Source: an optimization exercise on an open RTL-to-GDS flow (aim: small area). Production flows keep margins and buffers that such runs may drop.
RTL that was checked went through simulation tests only; none was proved equivalent to the original.
Only the layout flow was run in run 3; the RTL was not checked for function there.
No activity file was given, so power comes from the tool's default toggle rates.

==> design/flow/design.v <==
`default_nettype none
module reg_unit #(
  parameter logic [31:0] SP_INIT = 32'h0000_0FFC,
  parameter bit          BYPASS  = 1'b0
) (
  input  wire        clk,
  input  wire        rst_n,
  input  wire        RUWr,
  input  wire  [4:0] rs1,
  input  wire  [4:0] rs2,
  input  wire  [4:0] rd,
  input  wire [31:0] DataWr,
  input  wire  [4:0] DbgAddr,
  output logic [31:0] RURs1,
  output logic [31:0] RURs2,
  output logic [31:0] DbgData
);
  logic        w_wr_en;
  logic        w_byp1;
  logic        w_byp2;
  logic [31:0] w_file [0:31];
  assign w_wr_en = rst_n && RUWr && (rd != 5'd0);
  assign w_file[0] = 32'h0;
  generate
    for (genvar gi = 1; gi < 32; gi++) begin : g_regs
      logic [31:0] r_x;
      always_ff @(posedge clk) begin
        if (!rst_n) begin
          r_x <= (gi == 2) ? SP_INIT : 32'h0;
        end else if (w_wr_en && (rd == 5'(gi))) begin
          r_x <= DataWr;
        end
      end
      assign w_file[gi] = r_x;
    end
  endgenerate
  assign w_byp1 = BYPASS && w_wr_en && (rs1 == rd);
  assign w_byp2 = BYPASS && w_wr_en && (rs2 == rd);
  always_comb begin
    RURs1   = w_byp1 ? DataWr : w_file[rs1];
    RURs2   = w_byp2 ? DataWr : w_file[rs2];
    DbgData = w_file[DbgAddr];
  end
endmodule
`default_nettype wire
==> design/flow/run.sh <==
#!/bin/bash
# synth_recipe.tcl (not shown) runs the flow's synth.tcl, then flattens the netlist and writes it again
# the make line also repeats each setting of config.mk as NAME=value (left out here)
make -C /OpenROAD-flow-scripts/flow DESIGN_CONFIG=/design/flow/config.mk WORK_HOME=/design/flow/orfs CLKGATE_MAP_FILE= SYNTH_SCRIPT=/design/flow/synth_recipe.tcl finish
==> design/flow/config.mk <==
export PLATFORM = sky130hd
export DESIGN_NAME = reg_unit
export DESIGN_NICKNAME = reg_unit
export VERILOG_FILES = /design/flow/design.v
export SDC_FILE = /design/flow/constraint.sdc
export NUM_CORES = 8
export LEC_CHECK = 0
export CAP_MARGIN = 30
export CORE_MARGIN = 2
export CORE_UTILIZATION = 30
export SLEW_MARGIN = 40
==> design/flow/constraint.sdc <==
create_clock -name core_clock -period 9.0 [get_ports {clk}]
set_input_delay 1.8000 -clock core_clock [delete_from_list [all_inputs] [get_ports {clk}]]
set_output_delay 1.8000 -clock core_clock [all_outputs]
set_load 0.01 [all_outputs]
==> summary.txt, run 1 <==
RSZ-0062 raised after global routing=false; DRC=0; die outline area=190000 um2; Post CTS Setup Buffer Count=0; area grow syn2layout=18.1%; Reg with most FFs=g_regs.r_x; Die Height=between 400 and 500 um; Clock Path Buffers=3; largest net degree at the start of global routing=138; GRT Total Usage=0.448; main combinational cell family by area after synthesis=compound AO/OA/AOI/OAI gates; H-tree depth=3; WP data required=between 7 and 8 ns; hold violation count in the final report=0; status=no timing/DRC/antenna violations; Relative slew margins=0.287; core area=~190000 um2; Yosys reg bits=992; CTS Root Cell=clkbuf_16; Tightest Pin Transition=1.07 ns; Clock Latency Late Sink=around 0.84 ns; Post-synth EDFFs=0; Post-Synth Adder-Cell Area=0; CTS tree=done; placed cell area=~62000 um2; port bufs=150; synthesized net count=7416; Initial Utilization=0.302; I/O pins=151; Post-synth top flop=dfxtp_1; commonest cells after routing, fill and taps aside=nand2_1 (2250), dfxtp_1 (992), a21boi_0 (983); antenna violations before repair=68; cell area after layout=66200 um2; standard-cell row count=~160; worst min path class=reg -> reg; GR Overflow Total=0; Distinct cells, synth=75; post-synthesis xor/xnor area fraction=0; DR pass1 iterations=17; dpl cells=9599; post-synthesis sequential area ratio=0.354; Top Registers=g_regs.r_x x992; LEAKAGE=21.0 nW; post-route ant nets=0; asr flop ratio synth=0; post_cts resized=0; TritonCTS buffer count=110; Post-Syn Area per Cell=between 7 and 8 um2; DRT iter0 DRCs=around 16000; layout cells sized above 1=0.104; first-pass GRT wire length=583 mm; Final setup viols=0; PD cells=157 nW/um2; min Tclk post-route=around 8.1 ns; Fin Clk Skew=0 ns; Die Wd=between 400 and 500 um; final cell count without fillers=slightly below 10000; filler cell count=slightly below 20000; crit path DAT=about 6.3 ns; Yosys Warn Count=2; drt via density=7.27; final net count=around 7300; Worst Path Max Fanout=15; routability cong.=around 1.1; vias in the first global route=63345; max FFs per register=a little under 1000; max-capacitance violation count=0; Total Wirelength=about 450 mm; Synth Area in Compound Gates=0.329; CTS clk-pin slew, worst paths=0.06 ns; startpoint types=input port; drt wl/cell=45.1 um; VDD IR max=about 0.00016 V; CP Class=in -> out; Post-CTS Hold Buffers=0; fin crit share=0.898; commonest non-fill, non-tap cell in the layout=nand2_1; final setup TNS=0 ns; simple-gate share of the synthesized area=0.220; multiplexer share of the synthesized area=0.0420; f_max=roughly 0.12 GHz; Worst Setup End Kind=primary output; Detailed Place HPWL=about 270 mm; CTS sink count=between 900 and 1000; synthesized area=about 56000 um2; total number of vias=slightly above 70000; Slew Limit Fails=0; Post-Syn Instances=roughly 7400
[layout make-up]
| type | instances | area, um2 | area share |
|---|---|---|---|
| inverters | 8 | 30.0 | 0.000454 |
| multi-input cells | 5643 | 34100 | 0.515 |
| diodes | 66 | 165 | 0.00250 |
| clock buffers | 155 | 3150 | 0.0477 |
| flip-flops and latches | 992 | 19900 | 0.300 |
| clock inverters | 47 | 703 | 0.0106 |
| repair buffers | 491 | 5080 | 0.0769 |
| well taps | 2480 | 3100 | 0.0469 |
[critical path: stages]
cell             delay, ns
clkdlybuf4s50_1       0.86
nand3b_4              0.65
nor2_4                0.72
buf_4                 0.61
a22oi_1               0.18
nand4_1               0.19
or4_1                 0.57
clkdlybuf4s50_1       0.66
[cell usage after synthesis, types with 60 or more instances]
| master | count | area share |
|---|---|---|
| a22oi_1 | 945 | 0.13 |
| a22o_1 | 66 | 0.010 |
| nand3_1 | 90 | 0.0080 |
| a21oi_1 | 91 | 0.0081 |
| nor2_1 | 214 | 0.014 |
| a221oi_1 | 60 | 0.0094 |
| o22ai_1 | 92 | 0.010 |
| a21boi_0 | 983 | 0.13 |
| clkbuf_1 | 541 | 0.036 |
| dfxtp_1 | 992 | 0.35 |
| buf_2 | 130 | 0.012 |
| nand2_1 | 2277 | 0.15 |
| nand4_1 | 140 | 0.016 |
| mux2i_1 | 208 | 0.037 |
[final timing paths]
check	startpoint	endpoint	slack, ns	cells past startpoint
max	DbgAddr[3]	DbgData[27]	0.92	8
min reg2reg	g_regs[5].r_x[21]	g_regs[5].r_x[21]	0.50	2
max reg2reg	g_regs[28].r_x[30]	g_regs[28].r_x[30]	7.96	2
min	g_regs[5].r_x[21]	g_regs[5].r_x[21]	0.50	2
[report_power, final]
part	internal, mW	switching [mW]
Sequential	4.41	0.0298
Clock	2.85	2.18
Combinational	0.204	0.706
[layer usage]
layer  GRT usage  vias up  part of all wire
met5      0.0396        -            0.0027
met4       0.385       50              0.11
met3       0.248     2978              0.18
met2       0.576     8523              0.37
met1       0.524    33972              0.34
li1            -    26342                 -
[through the flow]
| step | utilization | power (mW) | hold slack (ns) | setup slack (ns) |
|---|---|---|---|---|
| 2_1_floorplan | - | 4.89 | 0.461 | 3.75 |
| 3_3_place_gp | 0.328 | 5.32 | 0.485 | 1.38 |
| 3_5_place_dp | 0.333 | 5.34 | 0.492 | 1.39 |
| 4_1_cts | 0.354 | 10.2 | 0.501 | 1.37 |
| 5_1_grt | 0.356 | 10.4 | 0.523 | 1.01 |
| 6_report | 0.357 | 10.4 | 0.504 | 0.921 |
[logic make-up after synthesis]
kind of cell / Yosys count
and+or+nand+nor: 2966
buffers and inverters: 726
AOI/OAI and AO/OA: 2446
muxes: 231
DFF: 992
==> run 2, diff against run 1 <==
==> design/flow/design.v (replaced) <==
`default_nettype none
module reg_unit_hold (
  input  wire we,
  input  wire nwe,
  input  wire d,
  input  wire q,
  output wire y
);
  assign y = (we & d) | (nwe & q);
endmodule
module reg_unit_aoi222 (
  input  wire a, b, c, d, e, f,
  output wire y
);
  assign y = !((a & b) | (c & d) | (e & f));
endmodule
module reg_unit_nand4 (
  input  wire a, b, c, d,
  output wire y
);
  assign y = !(a & b & c & d);
endmodule
module reg_unit_nand2 (
  input  wire a, b,
  output wire y
);
  assign y = !(a & b);
endmodule
module reg_unit_ao2111 (
  input  wire a, b, c, d, e,
  output wire y
);
  assign y = (a & b) | c | d | e;
endmodule
module reg_unit_rd (
  input  wire [31:1] sel,
  input  wire [31:1] x,
  output wire        y
);
  wire [9:0] w_t;
  wire [2:0] w_p;
  for (genvar gk = 0; gk < 10; gk++) begin : g_t
    reg_unit_aoi222 u_t (
      .a(sel[3*gk+1]), .b(x[3*gk+1]),
      .c(sel[3*gk+2]), .d(x[3*gk+2]),
      .e(sel[3*gk+3]), .f(x[3*gk+3]),
      .y(w_t[gk])
    );
  end
  reg_unit_nand4 u_p0 (.a(w_t[0]), .b(w_t[1]), .c(w_t[2]), .d(w_t[3]), .y(w_p[0]));
  reg_unit_nand4 u_p1 (.a(w_t[4]), .b(w_t[5]), .c(w_t[6]), .d(w_t[7]), .y(w_p[1]));
  reg_unit_nand2 u_p2 (.a(w_t[8]), .b(w_t[9]), .y(w_p[2]));
  reg_unit_ao2111 u_y (.a(sel[31]), .b(x[31]), .c(w_p[0]), .d(w_p[1]), .e(w_p[2]), .y(y));
endmodule
module reg_unit #(
  parameter logic [31:0] SP_INIT = 32'h0000_0FFC,
  parameter bit          BYPASS  = 1'b0
) (
  input  wire        clk,
  input  wire        rst_n,
  input  wire        RUWr,
  input  wire  [4:0] rs1,
  input  wire  [4:0] rs2,
  input  wire  [4:0] rd,
  input  wire [31:0] DataWr,
  input  wire  [4:0] DbgAddr,
  output logic [31:0] RURs1,
  output logic [31:0] RURs2,
  output logic [31:0] DbgData
);
  logic [31:1] w_we;
  logic [31:1] w_nwe;
  logic [31:1] w_s1;
  logic [31:1] w_s2;
  logic [31:1] w_sd;
  logic [31:0] w_d0;      
  logic [31:0] w_dsp;     
  logic [31:0] w_file [1:31];
  assign w_d0  = DataWr & {32{rst_n}};
  assign w_dsp = rst_n ? DataWr : SP_INIT;
  always_comb begin
    for (int i = 1; i < 32; i++) begin
      w_we[i]  = !rst_n || (RUWr && (rd == 5'(i)));
      w_nwe[i] = !w_we[i];
      w_s1[i]  = (rs1 == 5'(i));
      w_s2[i]  = (rs2 == 5'(i));
      w_sd[i]  = (DbgAddr == 5'(i));
    end
  end
  generate
    for (genvar gi = 1; gi < 32; gi++) begin : g_regs
      logic [31:0] r_x;
      logic [31:0] w_nxt;
      for (genvar gb = 0; gb < 32; gb++) begin : g_bit
        reg_unit_hold u_hold (
          .we (w_we[gi]),
          .nwe(w_nwe[gi]),
          .d  ((gi == 2) ? w_dsp[gb] : w_d0[gb]),
          .q  (r_x[gb]),
          .y  (w_nxt[gb])
        );
      end
      always_ff @(posedge clk) begin
        r_x <= w_nxt;
      end
      assign w_file[gi] = r_x;
    end
  endgenerate
  generate
    for (genvar gb = 0; gb < 32; gb++) begin : g_rd
      logic [31:1] w_col;
      for (genvar gi = 1; gi < 32; gi++) begin : g_col
        assign w_col[gi] = w_file[gi][gb];
      end
      reg_unit_rd u_rs1 (.sel(w_s1), .x(w_col), .y(RURs1[gb]));
      reg_unit_rd u_rs2 (.sel(w_s2), .x(w_col), .y(RURs2[gb]));
      reg_unit_rd u_dbg (.sel(w_sd), .x(w_col), .y(DbgData[gb]));
    end
  endgenerate
endmodule
`default_nettype wire
--- a/design/flow/config.mk
+++ b/design/flow/config.mk
@@ -9,3 +9,4 @@
 export CORE_MARGIN = 2
 export CORE_UTILIZATION = 30
 export SLEW_MARGIN = 40
+export SYNTH_HIERARCHICAL = 1
==> run 2 against run 1 <==
Compared with the run above:
- critical path depth is the same
- register-to-register slack better by 0.33 ns
- cell count is 39% lower
- largest cell class unchanged
- via count fell by 32%
- still clean on timing, DRC and antenna
- first-iteration DRC count down 3.4%
- synthesized area down 25%
==> summary.txt, run 2 <==
Clk network pwr share=0.403 (was 0.485); first-pass GRT wire length=339 mm (was 583 mm); status=no timing/DRC/antenna violations (unchanged); Post CTS Setup Buffer Count=0 (unchanged); min Tclk post-route=7.69 ns (was 8.08 ns); Clock Latency Late Sink=0.70 ns (was 0.84 ns); max-capacitance violation count=0 (unchanged); routability cong.=0.960 (was 1.10); Detailed Place HPWL=148 mm (was 270 mm); DRC=0 (unchanged); hold violation count in the final report=0 (unchanged); Final setup viols=0 (unchanged); core area=140000 um2 (was 185000 um2); standard-cell row count=137 (was 158); layout cells sized above 1=0.138 (was 0.104); post-synthesis sequential area ratio=0.469 (was 0.354); cell accounting for the most synthesized area=dfxtp_1 (unchanged); Psw=3.35 mW (was 2.91 mW); Yosys reg bits=992 (unchanged); multi-input logic area=23500 um2 (was 34100 um2); post-route ant nets=0 (unchanged); final setup TNS=0 ns (unchanged); Post-Syn Instances=3604 (was 7361); synthesized area=42300 um2 (was 56000 um2); Fin Clk Skew=0 ns (unchanged); CP Class=in -> out (unchanged); Post-CTS Hold Buffers=0 (unchanged); Top Registers=g_regs.r_x x992 (unchanged); Reg with most FFs=g_regs.r_x (unchanged); Worst Path Max Fanout=17 (was 15); area grow syn2layout=25.7% (was 18.1%); Die Height=380 um (was 436 um); vias in the first global route=44540 (was 63345); asr flop ratio synth=0 (unchanged); Post-Syn Area per Cell=11.7 um2 (was 7.61 um2); commonest cells after routing, fill and taps aside=a22o_1 (992), dfxtp_1 (992), a222oi_1 (960) (was nand2_1 (2250), dfxtp_1 (992), a21boi_0 (983)); antenna violations before repair=22 (was 68); H-tree depth=3 (unchanged); cell-internal power=7.94 mW (was 7.46 mW); total number of vias=48792 (was 71865); Combinational Power Share=0.138 (was 0.088); DR pass1 iterations=20 (was 17); worst min path class=reg -> reg (unchanged); I/O pins=151 (unchanged); Distinct cells, synth=25 (was 75); Total Wirelength=245 mm (was 446 mm); drt via density=8.07 (was 7.27); Yosys Warn Count=8 (was 2); GRT Total Usage=0.317 (was 0.448); GR Util met2=0.442 (was 0.576); Relative slew margins=0.363 (was 0.287); post-synth top area share=0.469 (was 0.354); RSZ-0062 raised after global routing=false (unchanged); CTS sink count=992 (unchanged); drt wl/cell=40.5 um (was 45.1 um); GRT busiest layer=met2 (unchanged); met3 Resource Use GR=0.149 (was 0.248); synthesized net count=3659 (was 7416); register area=19900 um2 (unchanged); TritonCTS buffer count=104 (was 110); CTS clk-pin slew, worst paths=0.06 ns (about the same); Worst Setup End Kind=primary output (unchanged); Slew Limit Fails=0 (unchanged); Post-synth EDFFs=0 (unchanged); final net count=4124 (was 7301); filler cell count=13441 (was 19282); met1 usage in global routing=0.393 (was 0.524); commonest cells in the netlist=a22o_1 (992), dfxtp_1 (992), a222oi_1 (960), nand4_1 (193), nand2_1 (104) (was nand2_1 (2277), dfxtp_1 (992), a21boi_0 (983), a22oi_1 (945), clkbuf_1 (541)); fin crit share=0.854 (was 0.898); Die Wd=380 um (was 436 um); LEAKAGE=19.6 nW (was 21.0 nW); startpoint types=input port (unchanged); die outline area=144000 um2 (was 190000 um2); Post-synth top flop=dfxtp_1 (unchanged); GR Overflow Total=0 (unchanged); top post-synthesis cells by area=dfxtp_1 (47%), a222oi_1 (23%), a22o_1 (21%), nand4_1 (2.9%), a2111o_1 (2.6%) (was dfxtp_1 (35%), nand2_1 (15%), a21boi_0 (13%), a22oi_1 (13%), mux2i_1 (3.7%)); largest net degree at the start of global routing=57 (was 138); DRT iter0 DRCs=15339 (was 15885); f_max=0.130 GHz (was 0.124 GHz); Seq pwr share=0.459 (was 0.428); CTS tree=done (unchanged); CTS Root Cell=clkbuf_16 (unchanged); PD cells=212 nW/um2 (was 157 nW/um2); VDD IR max=0.000146 V (was 0.000158 V); Clock Path Buffers=3 (unchanged); WP data required=7.20 ns (about the same); placed cell area=49400 um2 (was 61800 um2); port bufs=150 (unchanged); crit path DAT=5.89 ns (was 6.28 ns); cell area after layout=53200 um2 (was 66200 um2); Sw Share=0.297 (was 0.281); Initial Utilization=0.303 (was 0.302); post_cts resized=0 (unchanged); Tightest Pin Transition=0.951 ns (was 1.07 ns); max FFs per register=992 (unchanged)
-- run 2: cell types whose count changed in the layout (fill, tap and decap cells not counted), sizes merged, moves of 91 or more --
cell / change
nand2: -2174
a21boi: -983
a22oi: -945
a222oi: +941
a22o: +926
mux2i: -208
nor2: -157
buf: -142
o22ai: -92
a21oi: -91
-- run 2: critical path: stages --
cell             delay (ns)
clkdlybuf4s50_1        0.94
or3b_2                 0.64
nor2_4                 0.66
buf_4                  0.44
a222oi_1               0.16
nand4_1                0.34
a2111o_1               0.29
clkdlybuf4s50_1        0.58
-- run 2: layout make-up --
cell class / instances / share of cell area
Antenna cell: 13 / 0.000612
Clock inverter: 50 / 0.0102
Timing Repair Buffer: 383 / 0.0726
Sequential cell: 992 / 0.374
Clock buffer: 141 / 0.0563
Tap cell: 1876 / 0.0442
Multi-Input combinational cell: 2588 / 0.442
-- run 2: per-layer routing --
metal | wire length, um | up-vias
li1 | - | 18557
met1 | 85100 | 23289
met2 | 95000 | 5447
met3 | 44600 | 1475
met4 | 19900 | 24
met5 | 322 | -
-- run 2: kinds of logic (layout without fill, tap and decap cells) --
logic type,Yosys count,count (layout),share of synthesized area
DFF,992,992,0.469
buffers and inverters,24,574,0.00216
AOI/OAI and AO/OA,2110,2110,0.467
and+or+nand+nor,478,478,0.0611
other,0,13,0
-- run 2: worst paths after layout --
kind,start,slack (ns),endpoint,cells after the start
hold / removal,g_regs[29].r_x[25],0.52,g_regs[29].r_x[25],1
setup reg to reg,g_regs[31].r_x[29],8.29,g_regs[31].r_x[29],1
hold reg to reg,g_regs[29].r_x[25],0.52,g_regs[29].r_x[25],1
setup / recovery,DbgAddr[0],1.31,DbgData[9],8
-- run 2: power by group through the flow --
| stage | combinational, mW | sequential (mW) | clock [mW] |
|---|---|---|---|
| floorplan | 0.737 | 5.14 | 0 |
| global placement | 1.43 | 5.22 | 0 |
| detailed placement | 1.47 | 5.23 | 0 |
| CTS | 1.47 | 5.14 | 4.53 |
| global route | 1.57 | 5.21 | 4.71 |
| finish | 1.56 | 5.17 | 4.55 |
-- run 2: per-module statistics from Yosys (local to each module, per instance), a selection --
module | flops+latches | cells | area, um2 | times used
reg_unit | 992 | 1268 | 21400 | 1
reg_unit_nand4 | 0 | 1 | 6.26 | 192
reg_unit_ao2111 | 0 | 1 | 11.3 | 96
reg_unit_nand2 | 0 | 1 | 3.75 | 96
reg_unit_aoi222 | 0 | 1 | 10.0 | 960
reg_unit_hold | 0 | 1 | 8.76 | 992
-- run 2: per-stage QoR --
step / hold WS, ns / power, mW / utilization / worst slack, ns / instances
5_1_grt: 0.535 / 11.5 / 0.380 / 1.32 / 6032
3_5_place_dp: 0.503 / 6.70 / 0.354 / 1.54 / 5833
6_report: 0.524 / 11.3 / 0.380 / 1.31 / 6043
3_3_place_gp: 0.495 / 6.65 / 0.347 / 1.50 / 5793
4_1_cts: 0.521 / 11.1 / 0.379 / 1.52 / 6024
2_1_floorplan: 0.482 / 5.87 / - / 2.67 / 3604
==> run 3, diff against run 2 <==
--- a/design/flow/design.v
+++ b/design/flow/design.v
@@ -20,26 +20,27 @@
 );
   assign y = !(a & b & c & d);
 endmodule
-module reg_unit_nand2 (
-  input  wire a, b,
+module reg_unit_nand3 (
+  input  wire a, b, c,
   output wire y
 );
-  assign y = !(a & b);
+  assign y = !(a & b & c);
 endmodule
-module reg_unit_ao2111 (
+module reg_unit_aoi221 (
   input  wire a, b, c, d, e,
   output wire y
 );
-  assign y = (a & b) | c | d | e;
+  assign y = !((a & b) | (c & d) | e);
 endmodule
 module reg_unit_rd (
   input  wire [31:1] sel,
   input  wire [31:1] x,
   output wire        y
 );
-  wire [9:0] w_t;
-  wire [2:0] w_p;
-  for (genvar gk = 0; gk < 10; gk++) begin : g_t
+  wire [8:0] w_t;
+  wire [1:0] w_p;
+  wire [1:0] w_u;
+  for (genvar gk = 0; gk < 9; gk++) begin : g_t
     reg_unit_aoi222 u_t (
       .a(sel[3*gk+1]), .b(x[3*gk+1]),
       .c(sel[3*gk+2]), .d(x[3*gk+2]),
@@ -47,10 +48,19 @@
       .y(w_t[gk])
     );
   end
-  reg_unit_nand4 u_p0 (.a(w_t[0]), .b(w_t[1]), .c(w_t[2]), .d(w_t[3]), .y(w_p[0]));
-  reg_unit_nand4 u_p1 (.a(w_t[4]), .b(w_t[5]), .c(w_t[6]), .d(w_t[7]), .y(w_p[1]));
-  reg_unit_nand2 u_p2 (.a(w_t[8]), .b(w_t[9]), .y(w_p[2]));
-  reg_unit_ao2111 u_y (.a(sel[31]), .b(x[31]), .c(w_p[0]), .d(w_p[1]), .e(w_p[2]), .y(y));
+  for (genvar gk = 0; gk < 2; gk++) begin : g_u
+    reg_unit_nand4 u_p (
+      .a(w_t[4*gk]), .b(w_t[4*gk+1]), .c(w_t[4*gk+2]), .d(w_t[4*gk+3]),
+      .y(w_p[gk])
+    );
+    reg_unit_aoi221 u_u (
+      .a(sel[28+2*gk]), .b(x[28+2*gk]),
+      .c(sel[29+2*gk]), .d(x[29+2*gk]),
+      .e(w_p[gk]),
+      .y(w_u[gk])
+    );
+  end
+  reg_unit_nand3 u_y (.a(w_u[0]), .b(w_u[1]), .c(w_t[8]), .y(y));
 endmodule
 module reg_unit #(
   parameter logic [31:0] SP_INIT = 32'h0000_0FFC,
==> design/flow/flow/run.sh (new file) <==
#!/bin/bash
# Own layout flow: the standard synthesis, then ORFS from floorplan to
# finish with area-oriented settings:
#  - every combinational cell from synthesis is swapped to the smallest cell
#    of its family before floorplan (repair_design upsizes where needed);
#  - port buffers are buf_1;
#  - CTS without dummy loads.
# Each step's full output goes to a log file in this folder; ORFS's own logs
# are under orfs/logs/.
set -euo pipefail
W=$PWD
bash standard.sh synth > "$W/log_synth.txt" 2>&1
bash standard.sh \
  PRE_FLOORPLAN_TCL="$W/flow/downsize.tcl" \
  BUFFER_PORTS_ARGS="-buffer_cell sky130_fd_sc_hd__buf_1" \
  CTS_ARGS="-sink_clustering_enable -repair_clock_nets -dont_use_dummy_load" \
  finish > "$W/log_layout.txt" 2>&1
==> design/flow/flow/downsize.tcl (new file) <==
# Swap every combinational cell to the smallest-area cell of its family
# (same function and pins, other drive strength). Flip-flops, latches, tie,
# tap and fill cells are left alone; later repair_design upsizes where a
# net needs more drive.
set db [ord::get_db]
set masters [dict create]
foreach lib [$db getLibs] {
  foreach m [$lib getMasters] {
    dict set masters [$m getName] $m
  }
}
set dont_use [list]
if { [info exists ::env(DONT_USE_CELLS)] } { set dont_use $::env(DONT_USE_CELLS) }
set n_swapped 0
foreach inst [[ord::get_db_block] getInsts] {
  set m [$inst getMaster]
  set name [$m getName]
  if { ![regexp {^(sky130_fd_sc_hd__([a-z0-9]+))_([0-9]+)$} $name -> base fam sz] } { continue }
  if { [regexp {^(df|edf|sdf|sedf|dl|conb|tap|fill|decap|diode|clk|lpflow|probe)} $fam] } { continue }
  set best $m
  set best_area [expr {[$m getWidth] * [$m getHeight]}]
  foreach s {0 1 2 3 4 6 8 12 16} {
    set cand "${base}_$s"
    if { $cand eq $name || ![dict exists $masters $cand] } { continue }
    if { [lsearch -exact $dont_use $cand] >= 0 } { continue }
    set cm [dict get $masters $cand]
    set a [expr {[$cm getWidth] * [$cm getHeight]}]
    if { $a < $best_area } { set best $cm; set best_area $a }
  }
  if { $best ne $m } {
    $inst swapMaster $best
    incr n_swapped
  }
}
puts "downsize.tcl: swapped $n_swapped instances to smaller cells"
==> design/flow/standard.sh (new file) <==
#!/bin/bash
# synth_recipe.tcl (not shown) runs the flow's synth.tcl, then flattens the netlist and writes it again
# the make line also repeats each setting of config.mk as NAME=value (left out here)
make -C /OpenROAD-flow-scripts/flow DESIGN_CONFIG=/design/flow/config.mk WORK_HOME=/design/flow/orfs CLKGATE_MAP_FILE= SYNTH_SCRIPT=/design/flow/synth_recipe.tcl "${@:-finish}"
--- a/design/flow/config.mk
+++ b/design/flow/config.mk
@@ -5,8 +5,8 @@
 export SDC_FILE = /design/flow/constraint.sdc
 export NUM_CORES = 8
 export LEC_CHECK = 0
-export CAP_MARGIN = 30
+export CAP_MARGIN = 20
 export CORE_MARGIN = 2
 export CORE_UTILIZATION = 30
-export SLEW_MARGIN = 40
+export SLEW_MARGIN = 20
 export SYNTH_HIERARCHICAL = 1
removed: design/flow/run.sh
==> run 3 against run 2 <==
Compared with the run above:
- first-iteration DRC count fell by 5.7%
- non-clock buffer count fell by 65
- critical path depth rose by 1
- routed wire length fell by 4.3%
- die area fell by 0.57%
- hold slack got worse by 0.0020 ns
- core utilization fell by 2.3 points
- critical path type unchanged
- maximum frequency rose by 6.3%
- register-to-register slack got worse by 0.03 ns
- still clean
- synthesized cell count did not move
- sequential power barely moved
- count of clock-buffer cells in the layout fell by 37
==> summary.txt, run 3 <==
Slew Limit Fails=0 (unchanged); TritonCTS buffer count=104 (unchanged); routability cong.=0.990 (was 0.960); max-capacitance violation count=0 (unchanged); Combinational Power Share=0.137 (was 0.138); cell-internal power=7.26 mW (was 7.94 mW); RSZ-0062 raised after global routing=false (unchanged); Reg with most FFs=g_regs.r_x (unchanged); Psw=3.10 mW (was 3.35 mW); worst path bufs/invs=3 (unchanged); final worst setup slack=1.76 ns (was 1.31 ns); LEAKAGE=17.3 nW (was 19.6 nW); GR Util met2=0.456 (was 0.442); CTS Root Cell=clkbuf_16 (unchanged); worst path cell trace=buf_1 -> or3_1 -> nor2_4 -> buf_4 -> a222oi_1 -> nand4_1 -> a221oi_1 -> nand3_1 -> buf_1 (was clkdlybuf4s50_1 -> or3b_2 -> nor2_4 -> buf_4 -> a222oi_1 -> nand4_1 -> a2111o_1 -> clkdlybuf4s50_1); DR pass1 iterations=31 (was 20); Die Wd=378 um (was 380 um); first-pass GRT wire length=325 mm (was 339 mm); Post-CTS Hold Buffers=0 (unchanged); cell mode on critical path=buf_1 (was clkdlybuf4s50_1); drt wl/cell=39.8 um (was 40.5 um); f_max=0.138 GHz (was 0.130 GHz); post-route ant nets=0 (unchanged); Fin Clk Skew=0 ns (unchanged); CTS sink count=992 (unchanged); Seq pwr share=0.500 (was 0.459); DRC=0 (unchanged); port bufs=150 (unchanged); Clock Path Buffers=3 (unchanged); hold violation count in the final report=0 (unchanged); multi-input logic area=23100 um2 (was 23500 um2); GRT Total Usage=0.309 (was 0.317); core area=139000 um2 (was 140000 um2); standard-cell row count=137 (unchanged); final net count=4059 (was 4124); delay-heaviest family, CP=buffers and inverters (unchanged); met1 usage in global routing=0.377 (was 0.393); Clk network pwr share=0.363 (was 0.403); Yosys Warn Count=8 (unchanged); commonest cells after routing, fill and taps aside=a22o_1 (992), dfxtp_1 (992), a222oi_1 (864) (was a22o_1 (992), dfxtp_1 (992), a222oi_1 (960)); CTS clk-pin slew, worst paths=0.06 ns (about the same); overall power=10.4 mW (was 11.3 mW); H-tree depth=3 (unchanged); Clock Latency Late Sink=0.69 ns (was 0.70 ns); Sw Share=0.299 (was 0.297); CTS tree=done (unchanged); Worst Path Max Fanout=18 (was 17); CP peak stage delay=0.74 ns (was 0.94 ns); fin crit share=0.804 (was 0.854); synthesized net count=3659 (unchanged); GR Overflow Total=0 (unchanged); WP data required=7.20 ns (about the same); worst min path class=reg -> reg (unchanged); PD cells=208 nW/um2 (was 212 nW/um2); slowest library cell on the worst path=a221oi_1 (was clkdlybuf4s50_1); CP Class=in -> out (unchanged); Final setup viols=0 (unchanged); setup slack after placement=2.04 ns (was 1.54 ns); Top Registers=g_regs.r_x x992 (unchanged); drt via density=8.05 (was 8.07); Initial Utilization=0.302 (was 0.303); final cell count without fillers=5881 (was 6043); I/O pins=151 (unchanged); total number of vias=47330 (was 48792); final setup TNS=0 ns (unchanged); Relative slew margins=0.142 (was 0.363); Die Height=378 um (was 380 um); vias in the first global route=43493 (was 44540); GRT busiest layer=met2 (unchanged); met3 Resource Use GR=0.122 (was 0.149); Total Wirelength=234 mm (was 245 mm); min Tclk post-route=7.24 ns (was 7.69 ns); post_cts resized=0 (unchanged); DRT iter0 DRCs=14462 (was 15339); antenna violations before repair=11 (was 22); Worst Setup End Kind=primary output (unchanged); Tightest Pin Transition=1.29 ns (was 0.951 ns); Detailed Place HPWL=136 mm (was 148 mm); status=no timing/DRC/antenna violations (unchanged); largest net degree at the start of global routing=51 (was 57); filler cell count=13665 (was 13441); die outline area=143000 um2 (was 144000 um2); max FFs per register=992 (unchanged); Post-Syn Instances=3604 (unchanged); layout cells sized above 1=0.108 (was 0.138); register area=19900 um2 (unchanged); crit path DAT=5.44 ns (was 5.89 ns); startpoint types=input port (unchanged); VDD IR max=0.000148 V (was 0.000146 V); dpl cells=5770 (was 5833); Post CTS Setup Buffer Count=0 (unchanged)
run 3: worst paths after layout:
check | startpoint | end | slack [ns] | depth (start not counted)
worst max-delay path | rs2[0] | RURs2[15] | 1.76 | 9
worst min-delay path | g_regs[2].r_x[21] | g_regs[2].r_x[21] | 0.52 | 1
worst max register to register | g_regs[2].r_x[2] | g_regs[2].r_x[2] | 8.26 | 1
worst min register to register | g_regs[2].r_x[21] | g_regs[2].r_x[21] | 0.52 | 1
run 3: cell type report:
class                   instances  share of cell area
diodes                          3            0.000151
clock buffers                 104              0.0522
multi-input cells            2588               0.464
flip-flops and latches        992               0.398
well taps                    1876              0.0471
repair buffers                318              0.0380
run 3: metrics by stage:
stage / hold WS [ns] / util / area (um2)
final: 0.522 / 0.358 / 49800
after global routing: 0.532 / 0.358 / 49800
after CTS: 0.520 / 0.357 / 49700
after detailed placement: 0.503 / 0.338 / 47100
after global placement: 0.495 / 0.338 / 47100
after floorplan: 0.482 / - / 42100
run 3: layer usage:
metal / vias to the layer above / wire length [um]
met3: 1423 / 39000
met2: 5048 / 95500
met5: - / 150
met4: 14 / 18800
met1: 22506 / 80800
li1: 18339 / -
run 3: power by group through the flow:
stage	Sequential (mW)	Combinational [mW]	Clock, mW
3_3_place_gp	5.22	1.32	0
3_5_place_dp	5.23	1.34	0
6_report	5.18	1.42	3.76
4_1_cts	5.15	1.34	3.75
2_1_floorplan	5.14	0.737	0
5_1_grt	5.22	1.44	3.91

-- port drivers added, routing unchanged --
The flow's constraints put no driver on any port. The routed layouts listed below were extracted and timed again, unchanged, in two steps. Step 1 sets driving cells, clkbuf_16 on the clock port and buf_2 on the other inputs (assumed; they add their load-dependent delay and slew). Step 2, shift: input delay + t, output delay - t, t = (earliest + latest rising clock arrival at the registers) / 2. This alone moves slack from input paths to output paths. a / b / c = no drivers / after step 1 / after step 2; a / b = the first two.
| run | shift t [ns] | slack for setup (ns) | worst setup path at the end | latest minus earliest clock arrival (ns) | cell pins on the clock port's net |
|---|---|---|---|---|---|
| run 1 | 0.908 | 0.921 / 0.720 / 0.720 | input to output | 0.066 / 0.066 | 1 |
| run 2 | 0.780 | 1.312 / 1.175 / 1.175 | input to output | 0.039 / 0.039 | 1 |
| run 3 | 0.750 | 1.764 / 1.734 / 1.734 | input to output | 0.062 / 0.063 | 1 |
After both steps setup and hold are still met in every run listed. For run 1, which loses most, drivers alone change the setup slack by -0.201 ns; drivers and shift together by -0.201 ns.
